From an optimization exercise on the open Yosys and OpenROAD flow, aimed at small area; shortcuts taken in it are not production practice.
At most, simulation tests tie the RTL to the original design; equivalence was not proved.

Design km_top, start of the top module:
module km_top (
  input  logic             clk,
  input  logic             rst,
  input  logic             i_cent_wr,
  input  logic [2-1:0]            i_cent_idx,
  input  logic [3*8-1:0]  i_cent_point,
  input  logic             i_valid,
  input  logic [3*8-1:0]  i_point,
  input  logic             i_clear,
  input  logic             i_rd_en,
  input  logic [2-1:0]            i_rd_idx,
  output logic             o_assign_valid,
  output logic [2-1:0]            o_assign_idx,
  output logic [18-1:0]           o_assign_dist,
  output logic [3*8-1:0]  o_assign_point,
  output logic             o_rd_valid,
  output logic [3*16-1:0]  o_rd_sum,
  output logic [9-1:0]          o_rd_count
);
  localparam int PW = 3*8;
  localparam int RW = 2 + 18;
  logic [3*PW-1:0]         cents_n;
  logic [3*18-1:0] dists;
  logic [2-1:0]            win_idx;
  logic [18-1:0]           win_dist;
  km_centroid_regs u_cent_regs (
    .clk          (clk),
    .rst          (rst),
    .i_cent_wr    (i_cent_wr),
    .i_cent_idx   (i_cent_idx),
    .i_cent_point (i_cent_point),
    .o_cents_n    (cents_n)
  );
  km_distance u_distance (
    .clk     (clk),
    .i_point (i_point),
    .i_cents_n (cents_n),
    .o_dists (dists)
  );
  km_argmin u_argmin (
    .i_dists (dists),
    .o_idx   (win_idx),
    .o_dist  (win_dist)
  );
  km_delay_line #(
    .WIDTH (RW),
    .DEPTH (6 - 1)
  ) u_result_dly (
    .clk    (clk),
    .i_data ({win_idx, win_dist}),
    .o_data ({o_assign_idx, o_assign_dist})
  );
  km_delay_line #(
    .WIDTH (PW),
    .DEPTH (6)
  ) u_point_dly (
    .clk    (clk),
    .i_data (i_point),
    .o_data (o_assign_point)
  );
  logic [6-2:0] valid_sr;
  always_ff @(posedge clk) begin
    if (rst) {o_assign_valid, valid_sr} <= '0;
    else     {o_assign_valid, valid_sr} <= {valid_sr, i_valid};
  end
  km_accumulator u_accumulator (
    .clk         (clk),
    .rst         (rst),
    .i_clear     (i_clear),
    .i_acc_valid (o_assign_valid),
    .i_acc_idx   (o_assign_idx),
    .i_acc_point (o_assign_point),
    .i_rd_en     (i_rd_en),
    .i_rd_idx    (i_rd_idx),
    .o_rd_valid  (o_rd_valid),
    .o_rd_sum    (o_rd_sum),
    .o_rd_count  (o_rd_count)
  );
endmodule
Settings: LEC_CHECK=0, CAP_MARGIN=20, CORE_MARGIN=2, CORE_UTILIZATION=60, GPL_TIMING_DRIVEN=0, PLACE_DENSITY=0.7, SLEW_MARGIN=20, SYNTH_HIERARCHICAL=1, SYNTH_MINIMUM_KEEP_SIZE=0; clock period 7.0 ns.
standard.sh (not shown) runs the stock make flow with config.mk's settings and CLKGATE_MAP_FILE= SYNTH_SCRIPT=/design/flow/synth_recipe.tcl, a recipe that flattens the netlist after the stock synthesis.
==> flow/flow/run.sh <==
#!/bin/bash
# Own layout flow: the standard flow (standard.sh, unchanged synthesis and
# steps) with two steps' settings changed through the environment:
#  - port buffers are the smallest buffer cell (every port is still buffered)
#  - clock tree synthesis inserts no dummy loads and builds the tree from
#    small clock buffers, clustering at most 20 sinks within 60 um
# Each tool's full output goes to the ORFS logs under orfs/logs/, and the
# output of the whole make run to standard.log in this folder.
set -euo pipefail
export BUFFER_PORTS_ARGS="-buffer_cell sky130_fd_sc_hd__buf_1"
export CTS_ARGS="-sink_clustering_enable -repair_clock_nets -dont_use_dummy_load -buf_list {sky130_fd_sc_hd__clkbuf_4 sky130_fd_sc_hd__clkbuf_8} -sink_clustering_size 20 -sink_clustering_max_diameter 60"
bash standard.sh > standard.log 2>&1
Next try:
Settings changed: GPL_TIMING_DRIVEN 0 to unset.
Hold slack gets better by 9.8 ps.
Synthesized cell count is unchanged.
Fmax goes up by 0.41%.
Sequential share of layout area grows by 0.40 points.
Worst setup slack is better by 27 ps.
No functional check of the RTL was part of any run of this note.

---

run 1:
km_top, a different RTL version from the one above (not shown whole).
Size in the first run: roughly 2300 cells after synthesis, ~600 flip-flops, roughly 160 I/O pins, roughly 29000 µm² of cells after synthesis.
## km_top
module km_top (
  input  logic             clk,
  input  logic             rst,
  input  logic             i_cent_wr,
  input  logic [2-1:0]            i_cent_idx,
  input  logic [3*8-1:0]  i_cent_point,
  input  logic             i_valid,
  input  logic [3*8-1:0]  i_point,
  input  logic             i_clear,
  input  logic             i_rd_en,
  input  logic [2-1:0]            i_rd_idx,
  output logic             o_assign_valid,
  output logic [2-1:0]            o_assign_idx,
  output logic [18-1:0]           o_assign_dist,
  output logic [3*8-1:0]  o_assign_point,
  output logic             o_rd_valid,
  output logic [3*16-1:0]  o_rd_sum,
  output logic [9-1:0]          o_rd_count
);
  localparam int PW = 3*8;
  localparam int RW = 2 + 18;
  logic [3*PW-1:0]         cents_n;
  logic [3*18-1:0] dists;
  logic [2-1:0]            win_idx;
  logic [18-1:0]           win_dist;
  km_centroid_regs u_cent_regs (
    .clk          (clk),
    .rst          (rst),
    .i_cent_wr    (i_cent_wr),
    .i_cent_idx   (i_cent_idx),
    .i_cent_point (i_cent_point),
    .o_cents_n    (cents_n)
  );
  km_distance u_distance (
    .clk     (clk),
    .i_point (i_point),
    .i_cents_n (cents_n),
    .o_dists (dists)
  );
  km_argmin u_argmin (
    .i_dists (dists),
    .o_idx   (win_idx),
    .o_dist  (win_dist)
  );
  km_delay_line #(
    .WIDTH (RW),
    .DEPTH (6 - 1)
  ) u_result_dly (
    .clk    (clk),
    .i_data ({win_idx, win_dist}),
    .o_data ({o_assign_idx, o_assign_dist})
  );
  km_delay_line #(
    .WIDTH (PW),
    .DEPTH (6)
  ) u_point_dly (
    .clk    (clk),
    .i_data (i_point),
    .o_data (o_assign_point)
  );
  logic [6-2:0] valid_sr;
  always_ff @(posedge clk) begin
    if (rst) {o_assign_valid, valid_sr} <= '0;
    else     {o_assign_valid, valid_sr} <= {valid_sr, i_valid};
  end
  km_accumulator u_accumulator (
    .clk         (clk),
    .rst         (rst),
    .i_clear     (i_clear),
    .i_acc_valid (o_assign_valid),
    .i_acc_idx   (o_assign_idx),
    .i_acc_point (o_assign_point),
    .i_rd_en     (i_rd_en),
    .i_rd_idx    (i_rd_idx),
    .o_rd_valid  (o_rd_valid),
    .o_rd_sum    (o_rd_sum),
    .o_rd_count  (o_rd_count)
  );
endmodule
Settings: LEC_CHECK=0, CAP_MARGIN=20, CORE_MARGIN=2, CORE_UTILIZATION=75, PLACE_DENSITY=0.85, SLEW_MARGIN=20, SYNTH_HIERARCHICAL=1, SYNTH_MINIMUM_KEEP_SIZE=0; clock period 7.0 ns.
==> flow/flow/run.sh <==
#!/bin/bash
# Own layout flow: the standard flow (standard.sh, unchanged synthesis and
# steps) with two steps' settings changed through the environment:
#  - port buffers are the smallest buffer cell (every port is still buffered)
#  - clock tree synthesis inserts no dummy loads and builds the tree from
#    small clock buffers, clustering at most 16 sinks within 50 um
# Each tool's full output goes to the ORFS logs under orfs/logs/, and the
# output of the whole make run to standard.log in this folder.
set -euo pipefail
export BUFFER_PORTS_ARGS="-buffer_cell sky130_fd_sc_hd__buf_1"
export CTS_ARGS="-sink_clustering_enable -repair_clock_nets -dont_use_dummy_load -buf_list {sky130_fd_sc_hd__clkbuf_4 sky130_fd_sc_hd__clkbuf_8} -sink_clustering_size 16 -sink_clustering_max_diameter 50"
bash standard.sh > standard.log 2>&1
### run 1 -> run 2
==> flow/flow/run.sh <==
#!/bin/bash
# Own layout flow: the standard flow (standard.sh, unchanged synthesis and
# steps) with two steps' settings changed through the environment:
#  - port buffers are the smallest buffer cell (every port is still buffered)
#  - clock tree synthesis inserts no dummy loads and builds the tree from
#    small clock buffers, clustering at most 20 sinks within 60 um
# Each tool's full output goes to the ORFS logs under orfs/logs/, and the
# output of the whole make run to standard.log in this folder.
set -euo pipefail
export BUFFER_PORTS_ARGS="-buffer_cell sky130_fd_sc_hd__buf_1"
export CTS_ARGS="-sink_clustering_enable -repair_clock_nets -dont_use_dummy_load -buf_list {sky130_fd_sc_hd__clkbuf_4 sky130_fd_sc_hd__clkbuf_8} -sink_clustering_size 20 -sink_clustering_max_diameter 60"
bash standard.sh > standard.log 2>&1
Notes after the runs:
- Having completed the whole flow, run 2 delivered a layout that passed the timing, DRC and antenna checks.
- In terms of number of enable-type register cells in the synthesized netlist, run 1 and run 2 differ only marginally.
- Taking run 1 as the reference, in run 2 setup slack rose 0.036 ns; share of post-route cells with drive strength above 1 -0.86 points; total wirelength of the detailed-routed design went down by about 1%; clock tree skew after final layout saw an increase; utilization of the core after routing decreased 0.54 points.
- The total number of vias of run 1 and that of run 2 are within noise of each other.
- Row global-route usage: run 2 lower / run 1 higher
- Measured against run 1, the cell depth of the worst flop-to-flop path of run 2 comes out at 1.2 times the reference value.
diff inputs: run 2 => run 3
==> flow/flow/run.sh <==
#!/bin/bash
# Own layout flow: the standard flow (standard.sh, unchanged synthesis and
# steps) with three steps' settings changed through the environment:
#  - port buffers are the smallest buffer cell (every port is still buffered)
#  - timing-driven global placement does not keep the buffers its virtual
#    repair inserts (GPL_KEEP_OVERFLOW=0)
#  - clock tree synthesis inserts no dummy loads and builds the tree from
#    small clock buffers, clustering at most 20 sinks within 60 um
# Each tool's full output goes to the ORFS logs under orfs/logs/, and the
# output of the whole make run to standard.log in this folder.
set -euo pipefail
export BUFFER_PORTS_ARGS="-buffer_cell sky130_fd_sc_hd__buf_1"
export GPL_KEEP_OVERFLOW=0
export CTS_ARGS="-sink_clustering_enable -repair_clock_nets -dont_use_dummy_load -buf_list {sky130_fd_sc_hd__clkbuf_4 sky130_fd_sc_hd__clkbuf_8} -sink_clustering_size 20 -sink_clustering_max_diameter 60"
bash standard.sh > standard.log 2>&1
### Flow results
Compared with run 2, run 3 shows via count of the first global-routing pass that has gone down slightly.
Per the final summary, run 3 finished and its layout is clean on timing, DRC and antenna.
Compared with run 2, run 3 has less setup slack.
u_distance.absdiff[35] as the critical path startpoint was reported by run 3, and u_distance.absdiff[16] by run 2.
Status: met3 global-route usage parity (run 2, run 3)
Compared with run 2, in run 3 flip-flop and latch count did not really move; share of layout cells above drive strength 1 fell by 1.0 points; routed via count divided by cell count saw little to no change; share of the final layout cell area in sequential cells increased 0.40 points; post-synthesis to final-layout area growth went down.
Going from run 2 to run 3, clock latency on the worst-skew pair went down; final critical-path share of the clock period increased 0.22 points.
Input changes introduced in run 4 (baseline for comparison: run 3):
diff --git a/flow/flow/run.sh b/flow/flow/run.sh
--- a/flow/flow/run.sh
+++ b/flow/flow/run.sh
@@ -1,8 +1,6 @@
 #!/bin/bash
 # Own layout flow: the standard flow (standard.sh, unchanged synthesis and
-# steps) with three steps' settings changed through the environment:
+# steps) with two steps' settings changed through the environment:
 #  - port buffers are the smallest buffer cell (every port is still buffered)
-#  - timing-driven global placement does not keep the buffers its virtual
-#    repair inserts (GPL_KEEP_OVERFLOW=0)
 #  - clock tree synthesis inserts no dummy loads and builds the tree from
 #    small clock buffers, clustering at most 20 sinks within 60 um
## What came out
- Run 4 against run 3: post-layout minimum cycle time flat; worst hold slack across all endpoints flat.
- Run 4: all stages complete, timing, DRC and antenna checks passed
- Run 3 | stages: all done | timing, DRC, antenna: all pass
- Buffer count excluding the clock tree in the final layout came out exactly the same in run 4 and run 3.
- Re area fraction in compound gates after synthesis: no difference whatsoever between run 3 and run 4.
- Going from run 3 to run 4, fraction of the cycle the final worst path needs shows no meaningful change, met3 routed wirelength shows no meaningful change.
- Summary of run 4 over run 3: total overflow reported by the global router essentially unchanged; critical path depth essentially unchanged; number of enable flip-flop cells after synthesis essentially unchanged; total area of multi-input combinational cells essentially unchanged.

## what the ideal ports hide
How much do the figures lean on ideal ports? The routed layouts below were timed once more, with nothing changed but the port constraints.
Step 1 (the two cells are an assumption about what drives the block):
set clk [get_ports {clk}]
set_driving_cell -lib_cell sky130_fd_sc_hd__clkbuf_16 $clk
set_driving_cell -lib_cell sky130_fd_sc_hd__buf_2 [delete_from_list [all_inputs] $clk]
Step 2 adds t to the input delays and takes it off the output delays; t is the mean of the earliest and latest rising clock arrival at the registers after step 1. Input paths then give back, and output paths get back, about the clock's delay inside the block.
Three values: ideal ports, drivers, drivers and shift; two values: the first two.
run | t, ns | setup slack, ns | latest minus earliest clock arrival (ns) | slew at the worst register clock pin (ns)
the first run of note 1 | 0.644 | 0.202 / 0.202 / 0.202 | 0.110 / 0.110 | 0.12 / 0.12
the second run of note 1 | 0.659 | 0.229 / 0.229 / 0.229 | 0.150 / 0.149 | 0.12 / 0.12
run 1 | 0.667 | 0.243 / 0.243 / 0.243 | 0.100 / 0.100 | 0.10 / 0.10
run 2 | 0.643 | 0.279 / 0.279 / 0.279 | 0.113 / 0.113 | 0.12 / 0.12
run 3 | 0.637 | 0.264 / 0.264 / 0.264 | 0.081 / 0.081 | 0.12 / 0.12
run 4 | 0.637 | 0.264 / 0.264 / 0.264 | 0.081 / 0.081 | 0.12 / 0.12
After both steps every run listed still meets setup and hold.
